This design comes from an exercise in tuning for small area, a short achievable clock period and few clock cycles on the open sky130 flow, not from production work.
Only simulation tests tie the RTL to the original design; equivalence was not proved.
Power is estimated from default activity; no workload was simulated.

--- design/flow/config.mk ---
export PLATFORM = sky130hd
export DESIGN_NAME = deparser_top
export DESIGN_NICKNAME = deparser_top
export VERILOG_FILES = /design/flow/design.v
export SDC_FILE = /design/flow/constraint.sdc
export NUM_CORES = 8
export LEC_CHECK = 0
export CAP_MARGIN = 20
export CORE_MARGIN = 2
export CORE_UTILIZATION = 40
export CTS_BUF_LIST = sky130_fd_sc_hd__clkbuf_8
export CTS_CLUSTER_DIAMETER = 50
export CTS_CLUSTER_SIZE = 14
export SLEW_MARGIN = 20
export SYNTH_HIERARCHICAL = 1
export SYNTH_MINIMUM_KEEP_SIZE = 1000000
--- design/flow/standard.sh ---
#!/bin/bash
# synth_recipe.tcl (not shown) runs the flow's synth.tcl, then flattens the netlist and writes it again
# the make line also repeats each setting of config.mk as NAME=value (left out here)
make -C /OpenROAD-flow-scripts/flow DESIGN_CONFIG=/design/flow/config.mk WORK_HOME=/design/flow/orfs CLKGATE_MAP_FILE= SYNTH_SCRIPT=/design/flow/synth_recipe.tcl "${@:-finish}"
--- design/flow/constraint.sdc ---
create_clock -name core_clock -period 9.0 [get_ports {clk}]
set_input_delay 1.8000 -clock core_clock [delete_from_list [all_inputs] [get_ports {clk}]]
set_output_delay 1.8000 -clock core_clock [all_outputs]
set_load 0.01 [all_outputs]
--- design/flow/flow/io.tcl ---
# Keep the FIFO handshake pins and the output handshake next to each other, so the
# paths from an empty flag to its read enable stay short.
set ctl {vlan_empty vlan_rd_en phv_empty phv_rd_en phv[384] head_empty head_rd_en head_last[0] head_last[1] body_empty body_rd_en body_last out_ready out_valid}
set_io_pin_constraint -pin_names $ctl -region right:180-220
--- design/flow/flow/run.sh ---
#!/bin/bash
set -uo pipefail
here=$(pwd)
export BUFFER_PORTS_ARGS="-buffer_cell sky130_fd_sc_hd__buf_1"
export CTS_ARGS="-sink_clustering_enable -repair_clock_nets -dont_use_dummy_load -sink_clustering_size 14 -sink_clustering_max_diameter 50 -buf_list sky130_fd_sc_hd__clkbuf_8"
export SETUP_SLACK_MARGIN=5.3
export IO_CONSTRAINTS="$here/flow/io.tcl"
bash standard.sh > standard.log 2>&1
--- design/flow/design.v ---
`default_nettype none
package deparser_pkg;
	typedef logic [8*8-1:0] seg_data_t;
	typedef logic [8-1:0] seg_keep_t;
	typedef logic [16*8-1:0] head_data_t;  
	typedef logic [16-1:0] head_keep_t;
	typedef logic [16/8-1:0] head_last_t;
	typedef logic [385-1:0] phv_t;
	typedef logic [12-1:0] vlan_id_t;
	typedef logic [$clog2(32)-1:0] table_addr_t;
	typedef logic [4*16-1:0] act_entry_t;  
	typedef logic [16-1:0] parse_act_t;
	typedef logic [1:0] field_kind_t;  
	typedef logic [47:0] field_val_t;
	typedef logic [6:0] byte_off_t;
	typedef enum logic [3:0] {IDLE, WAIT_RAM, START, PATCH, FLUSH_SEG0, FLUSH_SEG1,
		FLUSH_BODY, DROP_HEAD, DROP_BODY} depar_state_t;
	typedef enum logic [1:0] {WAIT_HDR, WAIT_ADDR, WAIT_DATA, FLUSH_REST} ctrl_state_t;
	typedef enum logic [1:0] {SEL_SEG0, SEL_SEG1, SEL_BODY} out_sel_t;
endpackage
`default_nettype wire
`timescale 1ns/1ps
`default_nettype none
module act_table_loader
(
	input wire clk,
	input wire aresetn,
	input deparser_pkg::seg_data_t ctrl_data,
	input wire ctrl_valid,
	input wire ctrl_last,
	output logic wr_en,
	output deparser_pkg::table_addr_t wr_addr,
	output logic [31:0] wr_data
);
	deparser_pkg::ctrl_state_t state;
	deparser_pkg::act_entry_t data_rev;
	logic [31:0] acts, acts_q;
	deparser_pkg::table_addr_t addr_q;
	always_comb begin
		for (int i = 0; i < 8; i++)
			data_rev[8*i +: 8] = ctrl_data[8*(8-1-i) +: 8];
	end
	always_comb begin
		for (int a = 0; a < 4; a++) begin
			acts[8*a+6 +: 2] = (data_rev[16*(3-a)] && data_rev[16*(3-a)+10 +: 3] == 3'b000) ?
				data_rev[16*(3-a)+1 +: 2] : 2'b00;
			acts[8*a+4 +: 2] = data_rev[16*(3-a)+3 +: 2];
			acts[8*a +: 4] = data_rev[16*(3-a)+6 +: 4];
		end
	end
	always_comb begin
		int n;
		wr_data = '0;
		n = 0;
		for (int a = 0; a < 4; a++) begin
			if (acts_q[8*a+6 +: 2] != 2'b00) begin
				wr_data[8*n +: 8] = acts_q[8*a +: 8];
				n = n + 1;
			end
		end
	end
	always_ff @(posedge clk) begin
		if (!aresetn) begin
			state <= deparser_pkg::WAIT_HDR;
			wr_en <= 1'b0;
		end else begin
			wr_en <= ctrl_valid && state == deparser_pkg::WAIT_DATA;
			if (ctrl_valid) begin
				case (state)
					deparser_pkg::WAIT_HDR: if (!ctrl_last) state <= deparser_pkg::WAIT_ADDR;
					deparser_pkg::WAIT_ADDR: begin
						if (ctrl_data[2:0] == 3'b101 && !ctrl_last)
							state <= deparser_pkg::WAIT_DATA;
						else
							state <= ctrl_last ? deparser_pkg::WAIT_HDR : deparser_pkg::FLUSH_REST;
					end
					deparser_pkg::WAIT_DATA:
						state <= ctrl_last ? deparser_pkg::WAIT_HDR : deparser_pkg::FLUSH_REST;
					deparser_pkg::FLUSH_REST: if (ctrl_last) state <= deparser_pkg::WAIT_HDR;
				endcase
			end
		end
	end
	always_ff @(posedge clk) begin
		if (ctrl_valid && state == deparser_pkg::WAIT_ADDR)
			addr_q <= ctrl_data[8 +: $clog2(32)];
		if (ctrl_valid && state == deparser_pkg::WAIT_DATA)
			wr_addr <= addr_q;
		if (ctrl_valid && state == deparser_pkg::WAIT_DATA)
			acts_q <= acts;
	end
endmodule
`default_nettype wire
`timescale 1ns/1ps
`default_nettype none
module act_table_ram
(
	input wire clk,
	input wire aresetn,
	input wire wr_en,
	input deparser_pkg::table_addr_t wr_addr,
	input wire [31:0] wr_data,
	input deparser_pkg::table_addr_t rd_addr,
	output logic [31:0] rd_data,
	output logic rd_hit
);
	localparam int RINGS = 10;
	logic [31:0] ring [RINGS][3];
	logic [31:0] pair [2];
	logic [1:0] c;
	logic ph, pend, busy;
	logic [RINGS-1:0] land_r;
	logic land_p;
	logic [32-1:0] wsel, rsel;
	always_comb begin
		for (int i = 0; i < 32; i++) begin
			wsel[i] = wr_addr == i;
			rsel[i] = rd_addr == i;
		end
	end
	assign busy = wr_en || pend;
	always_comb begin
		for (int r = 0; r < RINGS; r++)
			land_r[r] = busy && ((wsel[3*r] && c == 2'd0) || (wsel[3*r+1] && c == 2'd1) ||
				(wsel[3*r+2] && c == 2'd2));
	end
	assign land_p = busy && ((wsel[30] && ph) || (wsel[31] && !ph));
	always_ff @(posedge clk) begin
		c <= (c == 2'd2 || c == 2'd3) ? 2'd0 : c + 2'd1;
		ph <= !ph;
		for (int r = 0; r < RINGS; r++) begin
			ring[r][0] <= ring[r][1];
			ring[r][1] <= ring[r][2];
			ring[r][2] <= land_r[r] ? wr_data : ring[r][0];
		end
		pair[1] <= pair[0];
		pair[0] <= land_p ? wr_data : pair[1];
	end
	always_ff @(posedge clk) begin
		if (!aresetn)
			pend <= 1'b0;
		else
			pend <= busy && !(|land_r || land_p);
	end
	always_comb begin
		rd_data = '0;
		for (int r = 0; r < RINGS; r++)
			rd_data = rd_data | ({32{rsel[3*r] || rsel[3*r+1] || rsel[3*r+2]}} & ring[r][0]);
		rd_data = rd_data | ({32{rsel[30] || rsel[31]}} & pair[0]);
		rd_hit = (rsel[30] && !ph) || (rsel[31] && ph);
		for (int i = 0; i < 3*RINGS; i++)
			rd_hit = rd_hit || (rsel[i] && c == 2'(i % 3));
	end
endmodule
`default_nettype wire
`timescale 1ns/1ps
`default_nettype none
module field_extract
(
	input deparser_pkg::phv_t phv,
	input wire [7:0] act,  
	output deparser_pkg::seg_data_t data,
	output deparser_pkg::head_keep_t wmask
);
	localparam int BASE_4B = 4 * 16;
	localparam int BASE_6B = BASE_4B + 4 * 32;
	logic [1:0] kind, idx;
	logic [3:0] off;
	logic [47:0] left;
	deparser_pkg::seg_data_t ordered;
	logic [5:0] span;
	assign kind = act[7:6];
	assign idx = act[5:4];
	assign off = act[3:0];
	always_comb begin
		left = '0;
		case (kind)
			2'b01: left[47:32] = phv[16*idx +: 16];
			2'b10: left[47:16] = phv[BASE_4B + 32*idx +: 32];
			default: left = phv[BASE_6B + 48*idx +: 48];
		endcase
		ordered = '0;
		for (int j = 0; j < 6; j++)
			ordered[8*j +: 8] = left[8*(5-j) +: 8];
		case (kind)
			2'b01: span = 6'b000011;
			2'b10: span = 6'b001111;
			2'b11: span = 6'b111111;
			default: span = 6'b000000;
		endcase
	end
	assign data = ({ordered, ordered} << (8*off[2:0])) >> 64;
	assign wmask = 16'(span) << off;
endmodule
`default_nettype wire
`timescale 1ns/1ps
`default_nettype none
module head_buffer
(
	input wire seg,
	input deparser_pkg::head_data_t ov,
	input deparser_pkg::head_keep_t ov_mask,
	input deparser_pkg::head_data_t head_data,
	output deparser_pkg::seg_data_t seg_data
);
	always_comb begin
		for (int p = 0; p < 8; p++) begin
			if (seg)
				seg_data[8*p +: 8] = ov_mask[8+p] ? ov[64 + 8*p +: 8] : head_data[64 + 8*p +: 8];
			else
				seg_data[8*p +: 8] = ov_mask[p] ? ov[8*p +: 8] : head_data[8*p +: 8];
		end
	end
endmodule
`default_nettype wire
`timescale 1ns/1ps
`default_nettype none
`default_nettype wire
`timescale 1ns/1ps
`default_nettype none
module deparser_top
(
	input wire clk,
	input wire aresetn,
	input deparser_pkg::phv_t phv,
	input wire phv_empty,
	output logic phv_rd_en,
	input deparser_pkg::vlan_id_t vlan_id,
	input wire vlan_empty,
	output logic vlan_rd_en,
	input deparser_pkg::head_data_t head_data,
	input deparser_pkg::head_keep_t head_keep,
	input deparser_pkg::head_last_t head_last,
	input wire head_empty,
	output logic head_rd_en,
	input deparser_pkg::seg_data_t body_data,
	input deparser_pkg::seg_keep_t body_keep,
	input wire body_last,
	input wire body_empty,
	output logic body_rd_en,
	output deparser_pkg::seg_data_t out_data,
	output deparser_pkg::seg_keep_t out_keep,
	output logic out_last,
	output logic out_valid,
	input wire out_ready,
	input deparser_pkg::seg_data_t ctrl_data,
	input wire ctrl_valid,
	input wire ctrl_last
);
	logic wr_en;
	deparser_pkg::table_addr_t wr_addr;
	logic [31:0] wr_data, lookup;
	logic rd_hit;
	deparser_pkg::table_addr_t rd_addr;
	act_table_loader u_loader (.clk(clk), .aresetn(aresetn), .ctrl_data(ctrl_data),
		.ctrl_valid(ctrl_valid), .ctrl_last(ctrl_last), .wr_en(wr_en), .wr_addr(wr_addr),
		.wr_data(wr_data));
	act_table_ram u_ram (.clk(clk), .aresetn(aresetn), .wr_en(wr_en), .wr_addr(wr_addr), .wr_data(wr_data),
		.rd_addr(rd_addr), .rd_data(lookup), .rd_hit(rd_hit));
	logic [31:0] e0, e0_n, e1;
	deparser_pkg::table_addr_t iq0, iq1;
	logic iv0, iv1, ev0, ev0_n, e_load, e_load1, ev1, lk_on, lk_done;
	logic [1:0] lk;
	logic j0v, j0d, j1v, j1d, j0v_n, j0d_n, j1v_n, j1d_n;
	deparser_pkg::head_data_t ov0, ov1;
	deparser_pkg::head_keep_t om0, om1;
	logic full0, full1, drop0, drop1, wp, rp, pe_act, seg_q;
	logic full0_n, full1_n, drop0_n, drop1_n, wp_n, rp_n, seg_n, kd_n, ks_n;
	logic pe_ok;   
	logic pe_fin;  
	logic k_send;  
	logic k_go;    
	logic k_seg0;  
	logic b_drop;  
	logic b_fwd1;  
	logic o_nfin, o_nok, o_ngo, o_nseg0, o_nbd, o_nbf, o_niv1;
	logic enq_e, deq_e, pe_go, pe_step, pe_done;
	logic b_pop, b_done, b_fwd, j_enq, j_enq_d;
	logic hasbody, last_seg, h_out, consume;
	deparser_pkg::seg_data_t pdata, patched;
	deparser_pkg::head_keep_t pcover;
	assign vlan_rd_en = !vlan_empty && o_niv1;
	assign enq_e = !vlan_empty && !iv1;
	assign phv_rd_en = !phv_empty && (!o_nfin || (!o_nok && phv[384]));
	assign pe_done = !phv_empty && (pe_fin || (pe_ok && phv[384]));
	assign deq_e = pe_done;
	assign pe_go = pe_ok && !phv_empty;
	assign pe_step = pe_go;
	assign hasbody = head_last == 2'b00;
	assign last_seg = seg_q || head_last[0];
	assign h_out = !head_empty && out_ready && k_send;
	assign consume = !head_empty && out_ready && (k_go || (k_seg0 && head_last[0]));
	assign head_rd_en = !head_empty && out_ready && (!o_ngo || (!o_nseg0 && head_last[0]));
	assign j_enq = consume && hasbody;
	assign j_enq_d = !k_send;
	assign b_pop = !body_empty && (b_drop || (b_fwd1 && out_ready));
	assign body_rd_en = !body_empty && (!o_nbd || (!o_nbf && out_ready));
	assign b_done = b_pop && body_last;
	assign b_fwd = b_pop && b_fwd1;
	assign rd_addr = iq0;
	assign e_load1 = ev1 && (!ev0 || deq_e);
	assign lk_on = iv0 && (!ev1 || e_load1);
	assign lk_done = lk_on && lk == 2'd2;
	assign e_load = e_load1 || (!ev1 && lk_done && (!ev0 || deq_e));
	always_comb begin
		ev0_n = e_load || (ev0 && !deq_e);
		if (e_load)
			e0_n = (!ev1 && rd_hit) ? lookup : e1;
		else if (pe_step)
			e0_n = {8'h00, e0[31:8]};
		else
			e0_n = e0;
		j0v_n = j0v;
		j0d_n = j0d;
		j1v_n = j1v;
		j1d_n = j1d;
		if (b_done) begin
			j0v_n = j1v || j_enq;
			j0d_n = j1v ? j1d : j_enq_d;
			j1v_n = j1v && j_enq;
			j1d_n = j_enq_d;
		end else if (j_enq) begin
			if (j0v) begin
				j1v_n = 1'b1;
				j1d_n = j_enq_d;
			end else begin
				j0v_n = 1'b1;
				j0d_n = j_enq_d;
			end
		end
		wp_n = wp ^ pe_done;
		rp_n = rp ^ consume;
		full0_n = (pe_done && !wp) || (full0 && !(consume && !rp));
		full1_n = (pe_done && wp) || (full1 && !(consume && rp));
		drop0_n = (pe_done && !wp) ? phv[384] : drop0;
		drop1_n = (pe_done && wp) ? phv[384] : drop1;
		seg_n = h_out ? !last_seg : seg_q;
		kd_n = (rp_n ? full1_n && drop1_n : full0_n && drop0_n) && !j1v_n;
		ks_n = (rp_n ? full1_n && !drop1_n : full0_n && !drop0_n) && !j1v_n &&
			!(j0v_n && !j0d_n) && !(j1v_n && !j1d_n);
	end
	always_ff @(posedge clk) begin
		if (!aresetn) begin
			ev0 <= 1'b0;
			ev1 <= 1'b0;
			lk <= 2'd0;
			iv0 <= 1'b0;
			iv1 <= 1'b0;
			j0v <= 1'b0;
			j1v <= 1'b0;
			full0 <= 1'b0;
			full1 <= 1'b0;
			wp <= 1'b0;
			rp <= 1'b0;
			pe_act <= 1'b0;
			seg_q <= 1'b0;
			pe_ok <= 1'b0;
			pe_fin <= 1'b0;
			k_send <= 1'b0;
			k_go <= 1'b0;
			k_seg0 <= 1'b0;
			b_drop <= 1'b0;
			b_fwd1 <= 1'b0;
			o_nfin <= 1'b1;
			o_nok <= 1'b1;
			o_ngo <= 1'b1;
			o_nseg0 <= 1'b1;
			o_nbd <= 1'b1;
			o_nbf <= 1'b1;
			o_niv1 <= 1'b1;
		end else begin
			ev0 <= ev0_n;
			ev1 <= ev1 ? (lk_done || !e_load) : (lk_done && !e_load);
			lk <= lk_done ? 2'd0 : lk + 2'(lk_on);
			iv0 <= iv1 || (iv0 && !lk_done) || enq_e;
			iv1 <= iv1 ? !lk_done : (iv0 && !lk_done && enq_e);
			j0v <= j0v_n;
			j1v <= j1v_n;
			full0 <= full0_n;
			full1 <= full1_n;
			wp <= wp_n;
			rp <= rp_n;
			if (pe_go)
				pe_act <= !pe_done;
			seg_q <= seg_n;
			pe_ok <= ev0_n && !(wp_n ? full1_n : full0_n);
			pe_fin <= ev0_n && !(wp_n ? full1_n : full0_n) && e0_n[15:14] == 2'b00;
			k_send <= ks_n;
			k_go <= kd_n || (ks_n && seg_n);
			k_seg0 <= ks_n && !seg_n;
			b_drop <= j0v_n && j0d_n;
			b_fwd1 <= j0v_n && !j0d_n;
			o_nfin <= !(ev0_n && !(wp_n ? full1_n : full0_n) && e0_n[15:14] == 2'b00);
			o_nok <= !(ev0_n && !(wp_n ? full1_n : full0_n));
			o_ngo <= !(kd_n || (ks_n && seg_n));
			o_nseg0 <= !(ks_n && !seg_n);
			o_nbd <= !(j0v_n && j0d_n);
			o_nbf <= !(j0v_n && !j0d_n);
			o_niv1 <= !(iv1 ? !lk_done : (iv0 && !lk_done && enq_e));
		end
	end
	always_ff @(posedge clk) begin
		e0 <= e0_n;
		if (iv1 ? lk_done : (!iv0 || lk_done))
			iq0 <= iv1 ? iq1 : vlan_id[8:4];
		if (lk_on && rd_hit)
			e1 <= lookup;
		if (!iv1)
			iq1 <= vlan_id[8:4];
		j0d <= j0d_n;
		j1d <= j1d_n;
		drop0 <= drop0_n;
		drop1 <= drop1_n;
	end
	field_extract u_fx (.phv(phv), .act(e0[7:0]), .data(pdata), .wmask(pcover));
	always_ff @(posedge clk) begin
		if (pe_ok && !wp) begin
			for (int k = 0; k < 16; k++) begin
				if (pcover[k])
					ov0[8*k +: 8] <= pdata[8*(k%8) +: 8];
				om0[k] <= pcover[k] || (pe_act && om0[k]);
			end
		end
		if (pe_ok && wp) begin
			for (int k = 0; k < 16; k++) begin
				if (pcover[k])
					ov1[8*k +: 8] <= pdata[8*(k%8) +: 8];
				om1[k] <= pcover[k] || (pe_act && om1[k]);
			end
		end
	end
	head_buffer u_head (.seg(seg_q), .ov(rp ? ov1 : ov0), .ov_mask(rp ? om1 : om0),
		.head_data(head_data), .seg_data(patched));
	always_ff @(posedge clk) begin
		out_data <= b_fwd1 ? body_data : patched;
		out_keep <= b_fwd1 ? body_keep : (seg_q ? head_keep[15:8] : head_keep[7:0]);
		out_last <= b_fwd1 ? body_last : (seg_q ? head_last[1] : head_last[0]);
	end
	always_ff @(posedge clk) begin
		if (!aresetn)
			out_valid <= 1'b0;
		else
			out_valid <= h_out || b_fwd;
	end
endmodule
`default_nettype wire
==> results.ini, run 1 <==
[outcome]
status=complete, no violations

[power]
vdd_drop_max_uv=172
total_power_mw=11.6
powerDensity_mw_per_mm2=190
power_leakage_nw=21.8

[routing]
drt_iter0_markers=3639
drc_errors=0
vias=36972
wl_per_cell_um=28.0
drt.antenna.violating_nets=0
drtPass1Iterations=6
drt-total-wl_um=189000
viasPerCell=5.47

[die]
die_w_um=370
die_y_um=370
die_area_mm2=0.137
start_util=0.403
ioPinCount=767
num_rows=134
core_area_mm2=0.133

[layout]
area_growth_pct=13.4
post-route-util=0.456
layout_common_cells=dfxtp_1, buf_1, nand2_1, o21ai_0, edfxtp_1
final_cell_count_no_fill=6757
final_nets=5678
finalInstanceArea_mm2=0.0609
drive_gt1_frac=0.102
final_common_cell=dfxtp_1

[synth]
yosys_warnings=13
syn_nets=5027
ys_seq_elements=1541
synth_edf_count=397
async_flop_share=0
synth_top_area_frac=0.426
synth_cell_types=81
netlist_instances=4314
avgSynthCellArea_um2=12.5
synthTopCellsByArea=dfxtp_1, edfxtp_1, mux2i_1, mux4_2, o21ai_0
yosysTopAreaCell=dfxtp_1
syn_area_mm2=0.0537
synth-main-ff-cell=dfxtp_1
ys_seq_area_frac=0.648

[critical_path]
ff2ff_path_depth=8
startpoint_type=primary input
endpoint_kind=primary output
crit_buf_inv=2
worstPathRequired_ns=7.20
crit_fanout=3
path_cells=buf_8, nand2b_4, a21oi_4, buf_6
path_delay_family=buffers and inverters
worst-setup-path-type=primary input to primary output
cp_slowest_cell=a21oi_4
worst-path-stages=4
slowest_delay_ns=0.21
crit_arrival_ns=2.30

[timing]
rsz0062_at_grt=yes
holdWs_ns=0.267
setup_viol=0
post-route-min-period_ns=4.10
fin_crit_sh=0.456
fin_ws_ns=4.90
slew_headroom=0.280
max_freq_ghz=0.244
finalHoldViolations=0
maxSlewViolCount=0
finalSetupTns_ns=0
worst_pin_slew_ns=1.07
fin_worst_skew_ns=0.138

[global_route]
overflow=0
grt_pass1_wl_um=257000
antenna_found_initial=44
grt_pass1_vias=34805
grt_max_degree=76
grt_usage=0.266

[cts]
cts_inserted_buffers=147
clkSinkCount=1541
cts_max_level=4
cts_buffer_depth=3
cts_root_buf=clkbuf_8
path_clk_slew_ns=0.09
cts_tree=done
insertion_delay_ns=0.90
cts_hold_buf=0

[place]
dp_hpwl_um=135000
placed_cells_incl_taps=6554
pre_cts_slack_ns=4.32
numPortBuffers=743
gp_congestion=0.948
dpl_cell_area_mm2=0.0581

[worst_hold_path]
hold_path_depth=0
hold_class=flip-flop to flip-flop

[run]
drv_cap=0

==> synth_stat cells, types with 9 or more instances <==
cell	number
a21o_1	11
a21oi_1	88
a221oi_1	29
a222oi_1	31
a22o_1	42
a22oi_1	120
and2_1	18
and3_1	12
buf_1	36
buf_2	21
clkbuf_1	263
dfxtp_1	1144
edfxtp_1	397
ha_1	23
inv_1	47
mux2_2	31
mux2i_1	382
mux4_2	152
nand2_1	575
nand2b_1	19
nand3_1	57
nand4_1	33
nor2_1	98
nor2b_1	18
nor3_1	20
nor4b_1	9
o211ai_1	10
o21ai_0	468
o21ai_1	24
o22ai_1	12
or3_1	11
==> area by class of cell <==
class                   instances  area [µm²]
clock buffers                 147        2020
flip-flops and latches       1541       34800
multi-input cells            2401       18000
inverters                      48         180
diodes                         26        65.1
fillers                     12311       72600
well taps                    1768        2210
repair buffers                826        3640
==> metal layers <==
metal	global-route usage	wire, µm
met1	0.372	83300
met2	0.394	81300
met3	0.0712	17200
met4	0.103	7240
met5	0.00944	81
==> cell families after synthesis <==
group / after synthesis / synth area share
flops: 1541 / 0.648
simple gates: 912 / 0.0748
compound gates: 893 / 0.102
mux: 565 / 0.141
buf+inv: 372 / 0.0267
fa+ha+maj: 26 / 0.00610
xor+xnor: 5 / 0.000815
==> power by group <==
group | total (mW) | leakage (nW) | switching (mW) | internal (mW)
registers | 7.18 | 12.9 | 0.0402 | 7.14
logic | 0.781 | 7.80 | 0.519 | 0.262
clock network | 3.61 | 1.06 | 2.16 | 1.45
total | 11.6 | 21.8 | 2.71 | 8.86
==> repair_timing <==
item | 4_1_cts | 5_1_grt
setup endpoints to repair | 522 | 352
pin swaps | 8 | 6
gates resized for setup | 71 | 38
setup buffers | 16 | 14
hold endpoints to repair | 0 | 0
==> state kept, by name, indices dropped and copies added (netlist names), 8 cells and up <==
| signal | cells |
|---|---|
| u_loader.acts_q | 32 |
| u_ram.ring | 960 |
| u_ram.pair | 64 |
| e0 | 32 |
| om1 | 16 |
| ov0 | 128 |
| out_keep | 8 |
| out_data | 64 |
| om0 | 16 |
| e1 | 32 |
| ov1 | 128 |
==> path summary, 6_finish.rpt <==
kind / from / to / slack (ns)
max: out_ready / body_rd_en / 4.90
min: u_ram.ring[11][10] / u_ram.ring[10][10] / 0.27
max reg2reg: e0[4] / ov1[125] / 5.35
min reg2reg: u_ram.ring[11][10] / u_ram.ring[10][10] / 0.27
Testbench counts, summed over its fixed seeds: cycles 7,832.
==> run 2, diff against run 1 <==
==> design/flow/flow/run.sh (replaced) <==
#!/bin/bash
set -uo pipefail
here=$(pwd)
export BUFFER_PORTS_ARGS="-buffer_cell sky130_fd_sc_hd__buf_1"
export CTS_ARGS="-sink_clustering_enable -repair_clock_nets -dont_use_dummy_load -sink_clustering_size 14 -sink_clustering_max_diameter 50 -buf_list sky130_fd_sc_hd__clkbuf_8"
export IO_CONSTRAINTS="$here/flow/io.tcl"
bash standard.sh > standard.log 2>&1
--- a/design/flow/config.mk
+++ b/design/flow/config.mk
@@ -12,4 +12,6 @@
 export CTS_CLUSTER_DIAMETER = 50
 export CTS_CLUSTER_SIZE = 14
+export PLACE_DENSITY = 0.75
+export SETUP_SLACK_MARGIN = 5.0
 export SLEW_MARGIN = 20
 export SYNTH_HIERARCHICAL = 1
==> results.ini, run 2 <==
[outcome]
status=complete, no violations

[global_route]
grt_usage=0.275
overflow=0
antenna_found_initial=87
grt_pass1_wl_um=264000
grt_max_degree=99
grt_pass1_vias=35593

[critical_path]
startpoint_type=primary input
crit_buf_inv=2
cp-endpoint=head_rd_en
startpoint=head_empty
r2r_slack_ns=4.98
slowest_delay_ns=0.15
worst-path-stages=4
path_delay_family=buffers and inverters
worst-setup-path-type=primary input to primary output
worstPathRequired_ns=7.20
crit_path_frequent_cell=buf_6
crit_fanout=2
ff2ff_path_depth=6
r2r_end=ov1[112]
path_cells=buf_6, nand2b_4, a21oi_4, buf_6
timing.rr.start=e0[5]
crit_arrival_ns=2.31
cp_slowest_cell=nand2b_4
endpoint_kind=primary output

[synth]
synth_cell_types=81
async_flop_share=0
synth_top_area_frac=0.426
ys_seq_area_frac=0.648
synth.most_common_cell=dfxtp_1
syn_area_mm2=0.0537
ys_seq_elements=1541
netlist_instances=4314
syn_nets=5027
yosysTopAreaCell=dfxtp_1
yosys_warnings=13
avgSynthCellArea_um2=12.5
synth-main-ff-cell=dfxtp_1
synth_edf_count=397
yosys-top-cells-count=dfxtp_1, nand2_1, o21ai_0, edfxtp_1, mux2i_1
synthTopCellsByArea=dfxtp_1, edfxtp_1, mux2i_1, mux4_2, o21ai_0

[place]
pre_cts_slack_ns=4.21
dp_hpwl_um=144000
placed_cells_incl_taps=6550
gp_congestion=0.926
numPortBuffers=743

[layout]
final_common_cell=dfxtp_1
final_nets=5645
drive_gt1_frac=0.0919
final_cell_count_no_fill=6744
top_regs=u_ram.ring (960), ov0 (128), ov1 (128)
layout_common_cells=dfxtp_1, buf_1, nand2_1, o21ai_0, edfxtp_1
nFillCells=12094
area_growth_pct=12.4
largest_reg_flops=960
largest-register=u_ram.ring

[cts]
cts_root_buf=clkbuf_8
cts_max_level=4
cts_inserted_buffers=138
insertion_delay_ns=0.89
path_clk_slew_ns=0.09
cts_hold_buf=0
clkSinkCount=1541
cts_buffer_depth=3
cts_tree=done

[run]
drv_cap=0

[timing]
rsz0062_at_grt=yes
max_freq_ghz=0.243
fin_crit_sh=0.457
post-route-min-period_ns=4.11
finalHoldViolations=0
worst_pin_slew_ns=1.11
finalSetupTns_ns=0
maxSlewViolCount=0
setup_viol=0
fin_worst_skew_ns=0.118
slew_headroom=0.236
fin_ws_ns=4.89

[power]
total_power_mw=11.4
powerDensity_mw_per_mm2=189
vdd_drop_max_uv=144
power_leakage_nw=21.5

[routing]
drt_iter0_markers=4514
viasPerCell=5.58
drt-total-wl_um=194000
drc_errors=0
drtPass1Iterations=6
vias=37601
wl_per_cell_um=28.8
drt.antenna.violating_nets=0

[die]
num_rows=134
die_y_um=370
die_w_um=370
die_area_mm2=0.137
core_area_mm2=0.133
ioPinCount=767
start_util=0.403

[worst_hold_path]
hold_class=flip-flop to flip-flop
hold_path_depth=0

-- run 2: cell types whose count changed in the layout (fill, tap and decap cells not counted), moves of 6 or more --
cell / delta
nand3_2: -6
buf_4: -15
clkbuf_8: -9
o21ai_1: -11
diode_2: +20
o21ai_0: +14
-- run 2: area by class of cell --
cell class,count,area (µm²),share of cell area
flip-flops and latches,1541,34800,0.577
diodes,46,115,0.00191
clock buffers,138,1900,0.0314
repair buffers,802,3350,0.0555
well taps,1768,2210,0.0366
multi-input cells,2401,17800,0.295
inverters,48,180,0.00298
-- run 2: how the worst min path moves through the flow --
stage | end | slack (ns) | from
floorplan | u_ram.ring[0][0] | 0.31 | u_ram.ring[1][0]
global placement | u_ram.ring[25][10] | 0.31 | u_ram.ring[26][10]
detailed placement | u_ram.ring[0][10] | 0.31 | u_ram.ring[1][10]
CTS | u_ram.ring[21][6] | 0.29 | u_ram.ring[22][6]
global route | u_ram.ring[7][13] | 0.30 | u_ram.ring[8][13]
finish | u_ram.ring[21][6] | 0.28 | u_ram.ring[22][6]
-- run 2: logic make-up (layout without fill, tap and decap cells) --
| logic type | count (synthesis) | after routing | share of synthesized area |
|---|---|---|---|
| and+or+nand+nor | 912 | 912 | 0.0748 |
| buffers and inverters | 372 | 988 | 0.0267 |
| AOI/OAI and AO/OA | 893 | 893 | 0.102 |
| adders and majority gates | 26 | 26 | 0.00610 |
| xor gates and xnor gates | 5 | 5 | 0.000815 |
| other | 0 | 46 | 0 |
| DFF | 1541 | 1541 | 0.648 |
| muxes | 565 | 565 | 0.141 |
-- run 2: power by group --
| group | leakage (nW) | internal (mW) | switching [mW] | total [mW] |
|---|---|---|---|---|
| Combinational | 7.60 | 0.249 | 0.504 | 0.752 |
| Clock | 0.992 | 1.37 | 2.10 | 3.47 |
| Sequential | 12.9 | 7.14 | 0.0449 | 7.19 |
| Total | 21.5 | 8.76 | 2.65 | 11.4 |
-- run 2: per-stage QoR --
| stage | util | area (µm²) | hold WS, ns |
|---|---|---|---|
| after floorplan | - | 53700 | 0.310 |
| after global placement | 0.435 | 58100 | 0.310 |
| after detailed placement | 0.435 | 58100 | 0.312 |
| after CTS | 0.450 | 60100 | 0.292 |
| after global routing | 0.452 | 60300 | 0.298 |
| final | 0.453 | 60400 | 0.283 |
-- run 2: layer usage --
metal,up-vias,GRT usage,share of wire
met4,34,0.147,0.059
li1,16768,-,-
met5,-,0,0.0010
met1,18211,0.364,0.41
met2,2144,0.409,0.43
met3,444,0.0782,0.098
-- run 2: repair_timing --
item,CTS,global route
resized for setup,37,22
setup buffers,1,9
pin swaps,1,8
setup endpoints to repair,121,151
==> run 3, diff against run 2 <==
--- a/design/flow/config.mk
+++ b/design/flow/config.mk
@@ -12,5 +12,5 @@
 export CTS_CLUSTER_DIAMETER = 50
 export CTS_CLUSTER_SIZE = 14
-export PLACE_DENSITY = 0.75
+export PLACE_DENSITY = 0.45
 export SETUP_SLACK_MARGIN = 5.0
 export SLEW_MARGIN = 20
==> results.ini, run 3 <==
[outcome]
status=complete, no violations

[layout]
largest-register=u_ram.ring
final_common_cell=dfxtp_1
layout_common_cells=dfxtp_1, buf_1, nand2_1, o21ai_0, edfxtp_1
drive_gt1_frac=0.0991
finalInstanceArea_mm2=0.0608
top_regs=u_ram.ring (960), ov0 (128), ov1 (128)
final_nets=5671
area_growth_pct=13.1
largest_reg_flops=960

[global_route]
overflow=0
grt_use_met1=0.370
antenna_found_initial=44
grt_max_degree=97
busiest_layer=met2
grt_pass1_vias=34656
met2_usage=0.430
grt_usage=0.271
use_met3=0.0638
grt_pass1_wl_um=262000

[timing]
finalSetupTns_ns=0
slew_headroom=0.235
worst_pin_slew_ns=1.14
fin_worst_skew_ns=0.111
finalHoldViolations=0
maxSlewViolCount=0
fin_crit_sh=0.464
rsz0062_at_grt=yes
post-route-min-period_ns=4.18
setup_viol=0
max_freq_ghz=0.239

[critical_path]
crit_buf_inv=2
path_cells=buf_6, nand2b_4, a21oi_4, buf_6
worst-setup-path-type=primary input to primary output
path_delay_family=buffers and inverters
slowest_delay_ns=0.20
crit_arrival_ns=2.38
worstPathRequired_ns=7.20
cp_slowest_cell=a21oi_4
startpoint_type=primary input
crit_path_frequent_cell=buf_6
endpoint_kind=primary output
crit_fanout=2

[synth]
yosys-top-cells-count=dfxtp_1, nand2_1, o21ai_0, edfxtp_1, mux2i_1
synth_edf_count=397
ys_seq_area_frac=0.648
synth.most_common_cell=dfxtp_1
yosys_warnings=13
synth-main-ff-cell=dfxtp_1
yosysTopAreaCell=dfxtp_1
netlist_instances=4314
ys_seq_elements=1541
syn_area_mm2=0.0537
async_flop_share=0
avgSynthCellArea_um2=12.5
syn_nets=5027
synthTopCellsByArea=dfxtp_1, edfxtp_1, mux2i_1, mux4_2, o21ai_0
synth_cell_types=81
synth_top_area_frac=0.426

[cts]
insertion_delay_ns=0.88
clkSinkCount=1541
path_clk_slew_ns=0.08
cts_inserted_buffers=157
cts_root_buf=clkbuf_8
cts_max_level=4
cts_tree=done
cts_buffer_depth=3

[die]
ioPinCount=767
die_w_um=370
core_area_mm2=0.133
start_util=0.403
die_area_mm2=0.137
die_y_um=370
num_rows=134

[place]
dpl_cell_area_mm2=0.0582
gp_congestion=0.906
dp_hpwl_um=135000
numPortBuffers=743

[routing]
drt_iter0_markers=2912
drt.antenna.violating_nets=0
drtPass1Iterations=6
vias=36026
viasPerCell=5.34
wl_per_cell_um=28.2
drt-total-wl_um=190000
drc_errors=0

[power]
power_leakage_nw=21.7
vdd_drop_max_uv=141
powerDensity_mw_per_mm2=192
total_power_mw=11.7

[worst_hold_path]
hold_class=flip-flop to flip-flop

[run]
drv_cap=0

## run 3: cell counts after synthesis
No cell type changed its count.
## run 3: cells by family after synthesis
group                      count (synthesis)  synth area share
muxes                                    565             0.141
and+or+nand+nor                          912            0.0748
xor gates and xnor gates                   5          0.000815
DFF                                     1541             0.648
buffers and inverters                    372            0.0267
AOI/OAI and AO/OA                        893             0.102
adders and majority gates                 26           0.00610
## run 3: timing repair
action                     in CTS  in global routing
hold buffers                    0                  0
pin swaps                       2                  5
hold endpoints to repair        0                  0
setup endpoints to repair     223                167
gates resized for setup        51                 18
setup buffers                   2                  5
## run 3: stage by stage
step,hold WS [ns],worst slack [ns],utilization,instances
2_1_floorplan,0.310,5.06,-,4314
3_3_place_gp,0.309,4.00,0.435,6556
3_5_place_dp,0.312,4.00,0.436,6558
4_1_cts,0.243,4.74,0.453,6717
5_1_grt,0.264,4.80,0.455,6731
6_report,0.263,4.82,0.455,6752
## run 3: where the power goes
group / internal, mW / switching [mW] / total (mW)
clock network: 1.55 / 2.22 / 3.77
registers: 7.15 / 0.0450 / 7.19
logic: 0.252 / 0.489 / 0.741
total: 8.95 / 2.75 / 11.7
## run 3: metal layers
layer  part of all wire  vias to the layer above  routed length (µm)
met5             0.0016                        -                 300
met4              0.026                       22                4870
met3              0.072                      292               13800
met2               0.46                     1241               87000
met1               0.44                    17678               84300
li1                   -                    16793                   -
## run 3: final cells by class
class / instances / area (µm²)
multi-input combinational: 2401 / 17900
tap: 1768 / 2210
timing repair buffer: 809 / 3470
antenna: 28 / 70.1
fill: 12569 / 72700
clock buffer: 157 / 2160
inverter: 48 / 180
sequential: 1541 / 34800
## run 3: final timing paths
path / start / endpoint / slack (ns) / depth (start not counted)
max: head_empty / head_rd_en / 4.82 / 4
max reg2reg: e0[5] / ov1[12] / 5.04 / 7
min reg2reg: u_ram.ring[10][23] / u_ram.ring[9][23] / 0.26 / 0
min: u_ram.ring[10][23] / u_ram.ring[9][23] / 0.26 / 0
==> run 4, diff against run 3 <==
--- a/design/flow/config.mk
+++ b/design/flow/config.mk
@@ -12,5 +12,4 @@
 export CTS_CLUSTER_DIAMETER = 50
 export CTS_CLUSTER_SIZE = 14
-export PLACE_DENSITY = 0.45
 export SETUP_SLACK_MARGIN = 5.0
 export SLEW_MARGIN = 20
==> results.ini, run 4 <==
[timing]
rsz0062_at_grt=yes
setup_viol=0
fin_crit_sh=0.455
worst_pin_slew_ns=0.995
maxSlewViolCount=0
finalHoldViolations=0
max_freq_ghz=0.244
slew_headroom=0.318
fin_worst_skew_ns=0.0913
finalSetupTns_ns=0
post-route-min-period_ns=4.09
holdWs_ns=0.271

[layout]
area_growth_pct=12.8
largest_reg_flops=960
finalInstanceArea_mm2=0.0606
post-route-util=0.454
largest-register=u_ram.ring
nFillCells=12398
final_common_cell=dfxtp_1
final_nets=5661
layout_common_cells=dfxtp_1, buf_1, nand2_1, o21ai_0, edfxtp_1
top_regs=u_ram.ring (960), ov0 (128), ov1 (128)
drive_gt1_frac=0.0958

[synth]
async_flop_share=0
yosys.area_share.simple=0.0748
yosys-top-cells-count=dfxtp_1, nand2_1, o21ai_0, edfxtp_1, mux2i_1
yosysTopAreaCell=dfxtp_1
synth_top_family_by_area=multiplexers
synth-xor-area-share=0.000815
netlist_instances=4314
synth_top_area_frac=0.426
syn_area_mm2=0.0537
synth_edf_count=397
yosys.area_share.adder=0.00610
synth_cell_types=81
synth_compound_area_frac=0.102
ys_seq_elements=1541
ys_seq_area_frac=0.648
synthTopCellsByArea=dfxtp_1, edfxtp_1, mux2i_1, mux4_2, o21ai_0
synth_mux_area_frac=0.141
synth.most_common_cell=dfxtp_1
synth-main-ff-cell=dfxtp_1
yosys_warnings=13
syn_nets=5027
avgSynthCellArea_um2=12.5

[place]
gp_congestion=0.928
numPortBuffers=743
dpl_cell_area_mm2=0.0581
dp_hpwl_um=134000

[cts]
clkSinkCount=1541
cts_max_level=4
cts_inserted_buffers=146
insertion_delay_ns=0.86
cts_buffer_depth=3
cts_root_buf=clkbuf_8
path_clk_slew_ns=0.09
cts_tree=done
cts_hold_buf=0

[power]
powerDensity_mw_per_mm2=190
power_leakage_nw=21.6
total_power_mw=11.5
vdd_drop_max_uv=156

[critical_path]
startpoint_type=primary input
endpoint_kind=primary output
worst-setup-path-type=primary input to primary output
worstPathRequired_ns=7.20
crit_arrival_ns=2.29
crit_fanout=2

[outcome]
status=complete, no violations

[routing]
wl_met3_um=16900
met2WireLength_um=79600
wl_per_cell_um=27.6
vias=36559
drt-total-wl_um=186000
drc_errors=0
viasPerCell=5.43
drt_iter0_markers=3577
drt.antenna.violating_nets=0
highest_layer=met5
m1WireLength_um=81800
drtPass1Iterations=6

[die]
ioPinCount=767
start_util=0.403
die_area_mm2=0.137
num_rows=134
die_w_um=370
die_y_um=370
core_area_mm2=0.133

[global_route]
antenna_found_initial=54
grt_pass1_wl_um=254000
grt_usage=0.262
grt_max_degree=95
overflow=0
grt_pass1_vias=34788

[run]
drv_cap=0

[worst_hold_path]
hold_class=flip-flop to flip-flop

==> run 4: cell types whose count changed in the layout (fill, tap and decap cells not counted), sizes merged <==
cell | before | now
clkbuf | 157 | 146
diode | 28 | 24
buf | 809 | 810
==> run 4: repair_timing <==
action	CTS	global route
hold endpoints to repair	0	0
setup buffers	4	6
resized for setup	49	23
setup endpoints to repair	302	316
pin swaps	3	7
==> run 4: logic make-up after synthesis <==
| kind of cell | Yosys count |
|---|---|
| adders and majority gates | 26 |
| AOI/OAI and AO/OA | 893 |
| DFF | 1541 |
| and+or+nand+nor | 912 |
| muxes | 565 |
| buffers and inverters | 372 |
| xor gates and xnor gates | 5 |
==> run 4: final cells by class <==
type,instances,area (µm²),area share
Inverter,48,180,0.00297
Tap cell,1768,2210,0.0365
Multi-Input combinational cell,2401,17800,0.295
Timing Repair Buffer,810,3440,0.0567
Sequential cell,1541,34800,0.575
Clock buffer,146,2010,0.0332
Antenna cell,24,60.1,0.000991
==> run 4: power by group <==
part           switching, mW  internal (mW)
Sequential            0.0426           7.14
Clock                   2.15           1.44
Combinational          0.505          0.252
Total                   2.70           8.84
==> run 4: layer usage <==
layer  vias to the layer above  track usage
li1                      16762            -
met1                     17907        0.364
met2                      1541        0.384
met3                       323       0.0712
met4                        26        0.109
met5                         -      0.00874
==> run 4: critical path, cell delays in order <==
cell	delay [ns]
buf_6	0.10
nand2b_4	0.14
a21oi_2	0.12
buf_6	0.14
==> run 4: through the flow <==
stage          setup slack, ns  std cells
5_1_grt                   4.90       6730
6_report                  4.91       6738
2_1_floorplan             5.06       4314
3_5_place_dp              4.12       6557
3_3_place_gp              4.16       6557
4_1_cts                   4.91       6707
==> run 4: worst paths after layout <==
check                     start                 end  slack [ns]  cells after the start
min reg2reg  u_ram.ring[17][14]  u_ram.ring[16][14]        0.27                      0
max reg2reg               e0[5]            ov1[114]        4.96                      7
max                  head_empty          head_rd_en        4.91                      4
min          u_ram.ring[17][14]  u_ram.ring[16][14]        0.27                      0
==> run 5, diff against run 4 <==
--- a/design/flow/config.mk
+++ b/design/flow/config.mk
@@ -6,5 +6,5 @@
 export NUM_CORES = 8
 export LEC_CHECK = 0
-export CAP_MARGIN = 20
+export CAP_MARGIN = 0
 export CORE_MARGIN = 2
 export CORE_UTILIZATION = 40
@@ -13,5 +13,5 @@
 export CTS_CLUSTER_SIZE = 14
 export SETUP_SLACK_MARGIN = 5.0
-export SLEW_MARGIN = 20
+export SLEW_MARGIN = 0
 export SYNTH_HIERARCHICAL = 1
 export SYNTH_MINIMUM_KEEP_SIZE = 1000000
==> results.ini, run 5 <==
[outcome]
status=complete, no violations

[global_route]
antenna_found_initial=50
grt_pass1_wl_um=255000
overflow=0
grt_max_degree=95
grt_pass1_vias=34820
grt_usage=0.263

[cts]
cts_buffer_depth=3
path_clk_slew_ns=0.09
cts_tree=done
cts_hold_buf=0
insertion_delay_ns=0.88
clkSinkCount=1541
cts_root_buf=clkbuf_8
cts_inserted_buffers=146
cts_max_level=4

[timing]
fin_crit_sh=0.454
rsz0062_at_grt=yes
slew_headroom=0.311
finalSetupTns_ns=0
post-route-min-period_ns=4.08
fin_worst_skew_ns=0.0927
worst_pin_slew_ns=1.00
setup_viol=0
maxSlewViolCount=0
fin_ws_ns=4.92
finalHoldViolations=0
max_freq_ghz=0.245
holdWs_ns=0.261

[routing]
wl_met3_um=16300
drt.antenna.violating_nets=0
vias=36714
highest_layer=met5
drt-total-wl_um=186000
drtPass1Iterations=8
drc_errors=0
drt_iter0_markers=3882
wl_per_cell_um=27.7
viasPerCell=5.46
m1WireLength_um=82600
met2WireLength_um=80200

[die]
start_util=0.403
num_rows=134
die_area_mm2=0.137
ioPinCount=767
die_y_um=370
core_area_mm2=0.133
die_w_um=370

[synth]
synth.most_common_cell=dfxtp_1
synth_cell_types=81
syn_nets=5027
synth-main-ff-cell=dfxtp_1
async_flop_share=0
synth_top_area_frac=0.426
yosys-top-cells-count=dfxtp_1, nand2_1, o21ai_0, edfxtp_1, mux2i_1
yosysTopAreaCell=dfxtp_1
synth_edf_count=397
syn_area_mm2=0.0537
netlist_instances=4314
yosys_warnings=13
ys_seq_area_frac=0.648
avgSynthCellArea_um2=12.5
ys_seq_elements=1541
synthTopCellsByArea=dfxtp_1, edfxtp_1, mux2i_1, mux4_2, o21ai_0

[critical_path]
worst-setup-path-type=primary input to primary output
path_delay_family=buffers and inverters
crit_buf_inv=2
worstPathRequired_ns=7.20
crit_path_frequent_cell=buf_6
cp_slowest_cell=buf_6
crit_fanout=2
crit_arrival_ns=2.28
startpoint_type=primary input
path_cells=buf_6, nand2b_4, a21oi_2, buf_6
endpoint_kind=primary output
slowest_delay_ns=0.14

[place]
dp_hpwl_um=134000
dpl_cell_area_mm2=0.0581
numPortBuffers=743
gp_congestion=0.928
pre_cts_slack_ns=4.12

[layout]
layout_common_cells=dfxtp_1, buf_1, nand2_1, o21ai_0, edfxtp_1
finalInstanceArea_mm2=0.0606
final_common_cell=dfxtp_1
multi_input_comb_area_mm2=0.0179
final_nets=5662
nFillCells=12339
largest_reg_flops=960
drive_gt1_frac=0.0966
top_regs=u_ram.ring (960), ov0 (128), ov1 (128)
largest-register=u_ram.ring
seqCellArea_mm2=0.0348
area_growth_pct=12.7

[power]
vdd_drop_max_uv=151
total_power_mw=11.5
power_leakage_nw=21.6
powerDensity_mw_per_mm2=191

[worst_hold_path]
hold_class=flip-flop to flip-flop

[run]
drv_cap=0

-- run 5: cell count changes in the layout (fill, tap and decap cells not counted), sizes merged --
cell / previous run / this run
clkinvlp: 0 / 1
diode: 24 / 15
clkinv: 1 / 0
a22oi: 120 / 121
-- run 5: cell type report --
| type | instances | share of cell area |
|---|---|---|
| Antenna cell | 15 | 0.000620 |
| Clock buffer | 146 | 0.0332 |
| Inverter | 48 | 0.00304 |
| Multi-Input combinational cell | 2402 | 0.295 |
| Sequential cell | 1541 | 0.575 |
| Tap cell | 1768 | 0.0365 |
| Timing Repair Buffer | 810 | 0.0565 |
-- run 5: worst reg2reg max path: cells and delay by family (launching register included) --
| family | cells | cell delay [ns] |
|---|---|---|
| compound gates | 2 | 0.88 |
| fa+ha+maj | 3 | 1.20 |
| buf+inv | 1 | 0.11 |
| flops | 1 | 0.40 |
| simple gates | 3 | 1.15 |
-- run 5: worst paths after layout --
kind	from	endpoint	slack, ns	cells past startpoint
max	head_empty	head_rd_en	4.92	4
min	u_ram.ring[28][8]	u_ram.ring[27][8]	0.26	0
max reg2reg	u_loader.acts_q[7]	u_ram.ring[17][14]	5.07	9
min reg2reg	u_ram.ring[28][8]	u_ram.ring[27][8]	0.26	0
-- run 5: per-stage QoR --
step / cells / utilization
after global placement: 6557 / 0.435
after floorplan: 4314 / -
after detailed placement: 6557 / 0.435
final: 6730 / 0.454
after global routing: 6723 / 0.454
after CTS: 6707 / 0.452
-- run 5: layer usage --
metal  vias up  track usage
li1      16747            -
met1     17897        0.373
met2      1712        0.389
met3       330       0.0619
met4        28       0.0972
met5         -            0
-- run 5: report_power, final --
| group | switching, mW | leakage (nW) | internal (mW) |
|---|---|---|---|
| registers | 0.0425 | 12.9 | 7.14 |
| clock network | 2.16 | 1.05 | 1.44 |
| logic | 0.506 | 7.67 | 0.252 |
| total | 2.71 | 21.6 | 8.84 |
-- run 5: logic make-up after synthesis --
kind of cell / share of synthesized area
AOI/OAI and AO/OA: 0.102
xor gates and xnor gates: 0.000815
adders and majority gates: 0.00610
buffers and inverters: 0.0267
DFF: 0.648
muxes: 0.141
and+or+nand+nor: 0.0748
-- run 5: timing repair --
action | 4_1_cts | 5_1_grt
pin swaps | 3 | 5
buffers inserted | 4 | 7
resized for setup | 49 | 27
gates cloned | 0 | 1
endpoints found under the setup margin | 301 | 289
==> run 6, diff against run 5 <==
--- a/design/flow/design.v
+++ b/design/flow/design.v
@@ -10,12 +10,5 @@
 	typedef logic [$clog2(32)-1:0] table_addr_t;
 	typedef logic [4*16-1:0] act_entry_t;  
-	typedef logic [16-1:0] parse_act_t;
-	typedef logic [1:0] field_kind_t;  
-	typedef logic [47:0] field_val_t;
-	typedef logic [6:0] byte_off_t;
-	typedef enum logic [3:0] {IDLE, WAIT_RAM, START, PATCH, FLUSH_SEG0, FLUSH_SEG1,
-		FLUSH_BODY, DROP_HEAD, DROP_BODY} depar_state_t;
 	typedef enum logic [1:0] {WAIT_HDR, WAIT_ADDR, WAIT_DATA, FLUSH_REST} ctrl_state_t;
-	typedef enum logic [1:0] {SEL_SEG0, SEL_SEG1, SEL_BODY} out_sel_t;
 endpackage
 `default_nettype wire
@@ -256,6 +249,6 @@
 		.ctrl_valid(ctrl_valid), .ctrl_last(ctrl_last), .wr_en(wr_en), .wr_addr(wr_addr),
 		.wr_data(wr_data));
-	act_table_ram u_ram (.clk(clk), .aresetn(aresetn), .wr_en(wr_en), .wr_addr(wr_addr), .wr_data(wr_data),
-		.rd_addr(rd_addr), .rd_data(lookup), .rd_hit(rd_hit));
+	act_table_ram u_ram (.clk(clk), .aresetn(aresetn), .wr_en(wr_en), .wr_addr(wr_addr),
+		.wr_data(wr_data), .rd_addr(rd_addr), .rd_data(lookup), .rd_hit(rd_hit));
 	logic [31:0] e0, e0_n, e1;
 	deparser_pkg::table_addr_t iq0, iq1;
@@ -274,5 +267,4 @@
 	logic b_drop;  
 	logic b_fwd1;  
-	logic o_nfin, o_nok, o_ngo, o_nseg0, o_nbd, o_nbf, o_niv1;
 	logic enq_e, deq_e, pe_go, pe_step, pe_done;
 	logic b_pop, b_done, b_fwd, j_enq, j_enq_d;
@@ -280,8 +272,8 @@
 	deparser_pkg::seg_data_t pdata, patched;
 	deparser_pkg::head_keep_t pcover;
-	assign vlan_rd_en = !vlan_empty && o_niv1;
-	assign enq_e = !vlan_empty && !iv1;
-	assign phv_rd_en = !phv_empty && (!o_nfin || (!o_nok && phv[384]));
-	assign pe_done = !phv_empty && (pe_fin || (pe_ok && phv[384]));
+	assign vlan_rd_en = !vlan_empty && !iv1;
+	assign enq_e = vlan_rd_en;
+	assign phv_rd_en = !phv_empty && (pe_fin || (pe_ok && phv[384]));
+	assign pe_done = phv_rd_en;
 	assign deq_e = pe_done;
 	assign pe_go = pe_ok && !phv_empty;
@@ -291,9 +283,9 @@
 	assign h_out = !head_empty && out_ready && k_send;
 	assign consume = !head_empty && out_ready && (k_go || (k_seg0 && head_last[0]));
-	assign head_rd_en = !head_empty && out_ready && (!o_ngo || (!o_nseg0 && head_last[0]));
+	assign head_rd_en = consume;
 	assign j_enq = consume && hasbody;
 	assign j_enq_d = !k_send;
 	assign b_pop = !body_empty && (b_drop || (b_fwd1 && out_ready));
-	assign body_rd_en = !body_empty && (!o_nbd || (!o_nbf && out_ready));
+	assign body_rd_en = b_pop;
 	assign b_done = b_pop && body_last;
 	assign b_fwd = b_pop && b_fwd1;
@@ -362,11 +354,4 @@
 			b_drop <= 1'b0;
 			b_fwd1 <= 1'b0;
-			o_nfin <= 1'b1;
-			o_nok <= 1'b1;
-			o_ngo <= 1'b1;
-			o_nseg0 <= 1'b1;
-			o_nbd <= 1'b1;
-			o_nbf <= 1'b1;
-			o_niv1 <= 1'b1;
 		end else begin
 			ev0 <= ev0_n;
@@ -391,11 +376,4 @@
 			b_drop <= j0v_n && j0d_n;
 			b_fwd1 <= j0v_n && !j0d_n;
-			o_nfin <= !(ev0_n && !(wp_n ? full1_n : full0_n) && e0_n[15:14] == 2'b00);
-			o_nok <= !(ev0_n && !(wp_n ? full1_n : full0_n));
-			o_ngo <= !(kd_n || (ks_n && seg_n));
-			o_nseg0 <= !(ks_n && !seg_n);
-			o_nbd <= !(j0v_n && j0d_n);
-			o_nbf <= !(j0v_n && !j0d_n);
-			o_niv1 <= !(iv1 ? !lk_done : (iv0 && !lk_done && enq_e));
 		end
 	end
--- a/design/flow/config.mk
+++ b/design/flow/config.mk
@@ -6,5 +6,5 @@
 export NUM_CORES = 8
 export LEC_CHECK = 0
-export CAP_MARGIN = 0
+export CAP_MARGIN = 20
 export CORE_MARGIN = 2
 export CORE_UTILIZATION = 40
@@ -12,6 +12,7 @@
 export CTS_CLUSTER_DIAMETER = 50
 export CTS_CLUSTER_SIZE = 14
+export GPL_TIMING_DRIVEN = 0
 export SETUP_SLACK_MARGIN = 5.0
-export SLEW_MARGIN = 0
+export SLEW_MARGIN = 20
 export SYNTH_HIERARCHICAL = 1
 export SYNTH_MINIMUM_KEEP_SIZE = 1000000
==> results.ini, run 6 <==
[critical_path]
startpoint_type=primary input
r2r_slack_ns=5.07
endpoint_kind=primary output
path_delay_family=buffers and inverters
cp_slowest_cell=a21oi_4
crit_buf_inv=2
slowest_delay_ns=0.14
crit_arrival_ns=2.26
worstPathRequired_ns=7.20
path_cells=buf_8, a21oi_4, nor2_4, buf_6
worst-setup-path-type=primary input to primary output
crit_fanout=2

[die]
core_area_mm2=0.133
ioPinCount=767
die_w_um=370
start_util=0.403
die_area_mm2=0.137
die_y_um=370
num_rows=134

[routing]
drt.antenna.violating_nets=0
drtPass1Iterations=6
drt-total-wl_um=204000
viasPerCell=5.52
vias=38781
drc_errors=0
wl_per_cell_um=29.0
drt_iter0_markers=4090

[timing]
worst_pin_slew_ns=1.12
finalSetupTns_ns=0
post-route-min-period_ns=4.06
fin_crit_sh=0.451
fin_worst_skew_ns=0.128
max_freq_ghz=0.246
maxSlewViolCount=0
slew_headroom=0.256
setup_viol=0
rsz0062_at_grt=yes
finalHoldViolations=0

[global_route]
grt_usage=0.289
grt_max_degree=31
grt_pass1_wl_um=278000
antenna_found_initial=63
overflow=0
grt_pass1_vias=36809

[run]
drv_cap=0

[cts]
cts_max_level=4
insertion_delay_ns=0.92
cts_hold_buf=0
cts_tree=done
cts_buffer_depth=3
cts_root_buf=clkbuf_8
path_clk_slew_ns=0.08
clkSinkCount=1534
cts_inserted_buffers=148

[synth]
synth.most_common_cell=dfxtp_1
yosys.area_share.adder=0.00611
synth_mux_area_frac=0.139
synth_edf_count=397
synthTopCellsByArea=dfxtp_1, edfxtp_1, mux2i_1, mux4_2, o21ai_0
synth-main-ff-cell=dfxtp_1
yosys-top-cells-count=dfxtp_1, nand2_1, o21ai_0, edfxtp_1, mux2i_1
yosys.area_share.simple=0.0757
synth_compound_area_frac=0.103
yosys_warnings=13
netlist_instances=4310
synth_top_area_frac=0.424
ys_seq_area_frac=0.646
syn_nets=5023
ys_seq_elements=1534
yosysTopAreaCell=dfxtp_1
synth-xor-area-share=0.000980
synth_cell_types=80
synth_top_family_by_area=multiplexers
avgSynthCellArea_um2=12.4
async_flop_share=0
syn_area_mm2=0.0537

[layout]
largest-register=u_ram.ring
area_growth_pct=14.6
nFillCells=12444
final_common_cell=dfxtp_1
largest_reg_flops=960
multi_input_comb_area_mm2=0.0177
final_nets=5940
finalInstanceArea_mm2=0.0615
layout_common_cells=dfxtp_1, buf_1, nand2_1, o21ai_0, edfxtp_1
seqCellArea_mm2=0.0347
top_regs=u_ram.ring (960), ov0 (128), ov1 (128)
drive_gt1_frac=0.0976

[place]
dp_hpwl_um=160000
numPortBuffers=743
gp_congestion=0.956
dpl_cell_area_mm2=0.0587

[power]
power_leakage_nw=22.3
powerDensity_mw_per_mm2=189
vdd_drop_max_uv=148
total_power_mw=11.6

[outcome]
status=complete, no violations

[worst_hold_path]
hold_class=flip-flop to flip-flop

run 6: area by class of cell:
class / count / area share
inverter: 49 / 0.00305
timing repair buffer: 767 / 0.0502
tap: 1768 / 0.0360
antenna: 31 / 0.00126
multi-input combinational: 2403 / 0.288
clock buffer: 148 / 0.0331
buffer: 324 / 0.0246
sequential: 1534 / 0.564
run 6: kinds of logic (layout without fill, tap and decap cells):
| kind of cell | count (synthesis) | in the layout |
|---|---|---|
| AOI/OAI and AO/OA | 903 | 903 |
| buffers and inverters | 373 | 1288 |
| muxes | 541 | 541 |
| other | 0 | 31 |
| and+or+nand+nor | 927 | 927 |
| xor gates and xnor gates | 6 | 6 |
| adders and majority gates | 26 | 26 |
| DFF | 1534 | 1534 |
run 6: final timing paths:
check / start / end / cells after the start
worst max register to register: e0[7] / ov0[114] / 8
worst max-delay path: phv[384] / phv_rd_en / 4
worst min-delay path: u_ram.ring[20][15] / u_ram.ring[19][15] / 0
worst min register to register: u_ram.ring[20][15] / u_ram.ring[19][15] / 0
run 6: power by group:
group | internal, mW | leakage, nW | total [mW] | switching, mW
registers | 7.13 | 12.8 | 7.15 | 0.0250
clock network | 1.46 | 1.06 | 3.62 | 2.16
logic | 0.278 | 8.36 | 0.825 | 0.547
run 6: metal layers:
metal,GRT usage,share of wire
met1,0.405,0.44
met2,0.434,0.44
met3,0.0830,0.092
met4,0.0864,0.030
met5,0,0.0014
run 6: what timing repair did:
item,in CTS,in global routing
buffers inserted,15,7
resized for setup,110,56
endpoints found under the setup margin,335,292
pin swaps,14,5
run 6: metrics by stage:
| stage | utilization | worst slack (ns) | std cells | hold slack [ns] |
|---|---|---|---|---|
| final | 0.461 | 4.94 | 7024 | 0.246 |
| after global routing | 0.461 | 4.92 | 7005 | 0.261 |
| after CTS | 0.459 | 4.94 | 6986 | 0.249 |
| after detailed placement | 0.441 | 3.93 | 6823 | 0.312 |
| after global placement | 0.440 | 3.98 | 6821 | 0.309 |
| after floorplan | - | 5.01 | 4310 | 0.310 |
Testbench counts of run 6, summed over its fixed seeds: cycles 7,832.
==> run 7, diff against run 6 <==
--- a/design/flow/config.mk
+++ b/design/flow/config.mk
@@ -12,5 +12,4 @@
 export CTS_CLUSTER_DIAMETER = 50
 export CTS_CLUSTER_SIZE = 14
-export GPL_TIMING_DRIVEN = 0
 export SETUP_SLACK_MARGIN = 5.0
 export SLEW_MARGIN = 20
==> results.ini, run 7 <==
[routing]
viasPerCell=5.42
wl_per_cell_um=27.5
drc_errors=0
drtPass1Iterations=6
drt.antenna.violating_nets=0
vias=36433
drt_iter0_markers=3602
drt-total-wl_um=185000

[critical_path]
slowest_delay_ns=0.14
cp_slowest_cell=nand2b_4
startpoint_type=primary input
worstPathRequired_ns=7.20
crit_fanout=2
path_delay_family=simple AND/OR/NAND/NOR gates
path_cells=buf_6, nand2b_4, nor2_4, buf_6
crit_arrival_ns=2.31
crit_path_frequent_cell=buf_6
crit_buf_inv=2
worst-setup-path-type=primary input to primary output
endpoint_kind=primary output

[power]
power_leakage_nw=21.7
vdd_drop_max_uv=144
clockPowerShare=0.308
seq_power_share=0.625
intPower_mw=8.81
powerDensity_mw_per_mm2=191
switching_share=0.232
p_switching_mw=2.67
pwr-share-comb=0.066

[cts]
cts_root_buf=clkbuf_8
clkSinkCount=1534
insertion_delay_ns=0.88
cts_inserted_buffers=144
cts_tree=done
path_clk_slew_ns=0.08
cts_max_level=4
cts_buffer_depth=3

[layout]
layout_common_cells=dfxtp_1, buf_1, nand2_1, o21ai_0, edfxtp_1
final_nets=5648
final_common_cell=dfxtp_1
post-route-util=0.452
area_growth_pct=12.3
nFillCells=12365
drive_gt1_frac=0.0941
largest-register=u_ram.ring
largest_reg_flops=960
top_regs=u_ram.ring (960), ov0 (128), ov1 (128)
final_cell_count_no_fill=6721

[timing]
maxSlewViolCount=0
fin_worst_skew_ns=0.116
worst_pin_slew_ns=1.09
fin_crit_sh=0.456
finalSetupTns_ns=0
holdWs_ns=0.251
setup_viol=0
slew_headroom=0.275
finalHoldViolations=0
rsz0062_at_grt=yes
post-route-min-period_ns=4.11
max_freq_ghz=0.244

[synth]
async_flop_share=0
yosys_warnings=13
ys_seq_elements=1534
ys_seq_area_frac=0.646
synth.most_common_cell=dfxtp_1
synth_cell_types=80
avgSynthCellArea_um2=12.4
syn_area_mm2=0.0537
syn_nets=5023
netlist_instances=4310
yosysTopAreaCell=dfxtp_1
synth_top_area_frac=0.424
synthTopCellsByArea=dfxtp_1, edfxtp_1, mux2i_1, mux4_2, o21ai_0
synth_edf_count=397
yosys-top-cells-count=dfxtp_1, nand2_1, o21ai_0, edfxtp_1, mux2i_1
synth-main-ff-cell=dfxtp_1

[global_route]
busiest_layer=met2
grt_usage=0.263
antenna_found_initial=68
grt_pass1_wl_um=254000
grt_pass1_vias=34347
met2_usage=0.387
use_met3=0.0769
overflow=0
grt_use_met1=0.375
grt_max_degree=97

[die]
die_area_mm2=0.137
ioPinCount=767
num_rows=134
die_w_um=370
core_area_mm2=0.133
start_util=0.403
die_y_um=370

[run]
drv_cap=0

[outcome]
status=complete, no violations

[place]
numPortBuffers=743
gp_congestion=0.921
dp_hpwl_um=130000
placed_cells_incl_taps=6548

[worst_hold_path]
hold_class=flip-flop to flip-flop

==> run 7: changes by cell type in the layout (fill, tap and decap cells not counted), sizes merged <==
cell | previous run | this run
buf | 846 | 802
inv | 47 | 48
clkinvlp | 1 | 0
diode | 31 | 20
clkbuf | 393 | 145
==> run 7: what timing repair did <==
action | 4_1_cts | 5_1_grt
pin swaps | 8 | 4
buffers inserted | 7 | 1
hold buffers | 0 | 0
setup endpoints to repair | 113 | 191
resized for setup | 43 | 23
==> run 7: path summary, 6_finish.rpt <==
path,startpoint,endpoint,slack (ns),cells past startpoint
max,head_empty,head_rd_en,4.89,4
min,u_ram.ring[5][15],u_ram.ring[4][15],0.25,0
max reg2reg,e0[5],ov0[114],5.00,9
min reg2reg,u_ram.ring[5][15],u_ram.ring[4][15],0.25,0
==> run 7: final cells by class <==
class / instances / area [µm²] / area share
diodes: 20 / 50.0 / 0.000831
clock buffers: 144 / 1980 / 0.0329
inverters: 49 / 185 / 0.00307
multi-input cells: 2403 / 17800 / 0.295
repair buffers: 803 / 3340 / 0.0555
flip-flops and latches: 1534 / 34700 / 0.576
well taps: 1768 / 2210 / 0.0367
==> run 7: cell families after synthesis <==
group                    after synthesis  synth area share
buffers and inverters                373            0.0289
AND/OR/NAND/NOR                      927            0.0757
AO/OA/AOI/OAI                        903             0.103
flip-flops                          1534             0.646
adder cells (fa/ha/maj)               26           0.00611
multiplexers                         541             0.139
XOR/XNOR                               6          0.000979
==> run 7: routing by layer <==
layer  routed length, µm  share of wire
met3               17200          0.093
met4                4310          0.023
met5                 288         0.0016
met1               83500           0.45
met2               79300           0.43
==> run 7: per-stage QoR <==
step / instance area, µm² / power (mW) / setup slack [ns]
2_1_floorplan: 53700 / 7.67 / 5.01
3_3_place_gp: 57900 / 8.07 / 4.21
3_5_place_dp: 57900 / 8.07 / 4.20
4_1_cts: 60100 / 11.6 / 4.80
5_1_grt: 60200 / 11.9 / 4.83
6_report: 60200 / 11.5 / 4.89
==> run 7: power groups by stage <==
stage               logic, mW  clock network, mW  registers [mW]
global route            0.801               3.88            7.19
floorplan               0.363                  0            7.31
finish                  0.760               3.54            7.18
global placement        0.733                  0            7.33
CTS                     0.748               3.64            7.18
detailed placement      0.738                  0            7.34

==> afterwards: timing with drivers on the ports <==
Ports are ideal in the flow. The routed layouts listed here were re-timed in OpenROAD. Step 1, drivers: a clkbuf_16 drives clk and a buf_2 each remaining input, both assumed. Step 2 times the ports against the registers' clock, not the clock port: input delays grow and output delays shrink by t, the midpoint of the rising clock arrivals with the driver on. a / b / c = ideal / step 1 / step 2; a / b = the first two.
| run | t, ns | setup WS [ns] | worst hold slack (ns) | worst slew at a driven data input, ns | pins driven straight from the clock port |
|---|---|---|---|---|---|
| run 1 | 0.900 | 4.897 / 4.776 / 4.309 | 0.267 / 0.267 / 0.267 | 0.43 | 1 |
| run 2 | 0.906 | 4.886 / 4.797 / 4.116 | 0.283 / 0.283 / 0.283 | 0.40 | 1 |
| run 3 | 0.898 | 4.823 / 4.719 / 4.033 | 0.263 / 0.263 / 0.263 | 0.34 | 1 |
| run 4 | 0.900 | 4.907 / 4.786 / 4.303 | 0.271 / 0.271 / 0.271 | 0.33 | 1 |
| run 5 | 0.904 | 4.917 / 4.783 / 4.338 | 0.261 / 0.261 / 0.261 | 0.33 | 1 |
| run 6 | 0.940 | 4.943 / 4.830 / 4.140 | 0.246 / 0.246 / 0.246 | 0.42 | 1 |
| run 7 | 0.900 | 4.894 / 4.849 / 4.146 | 0.251 / 0.251 / 0.251 | 0.43 | 1 |
After both steps setup and hold are still met in every run listed. For run 6, which loses most, drivers alone change the setup slack by -0.113 ns; drivers and shift together by -0.803 ns.
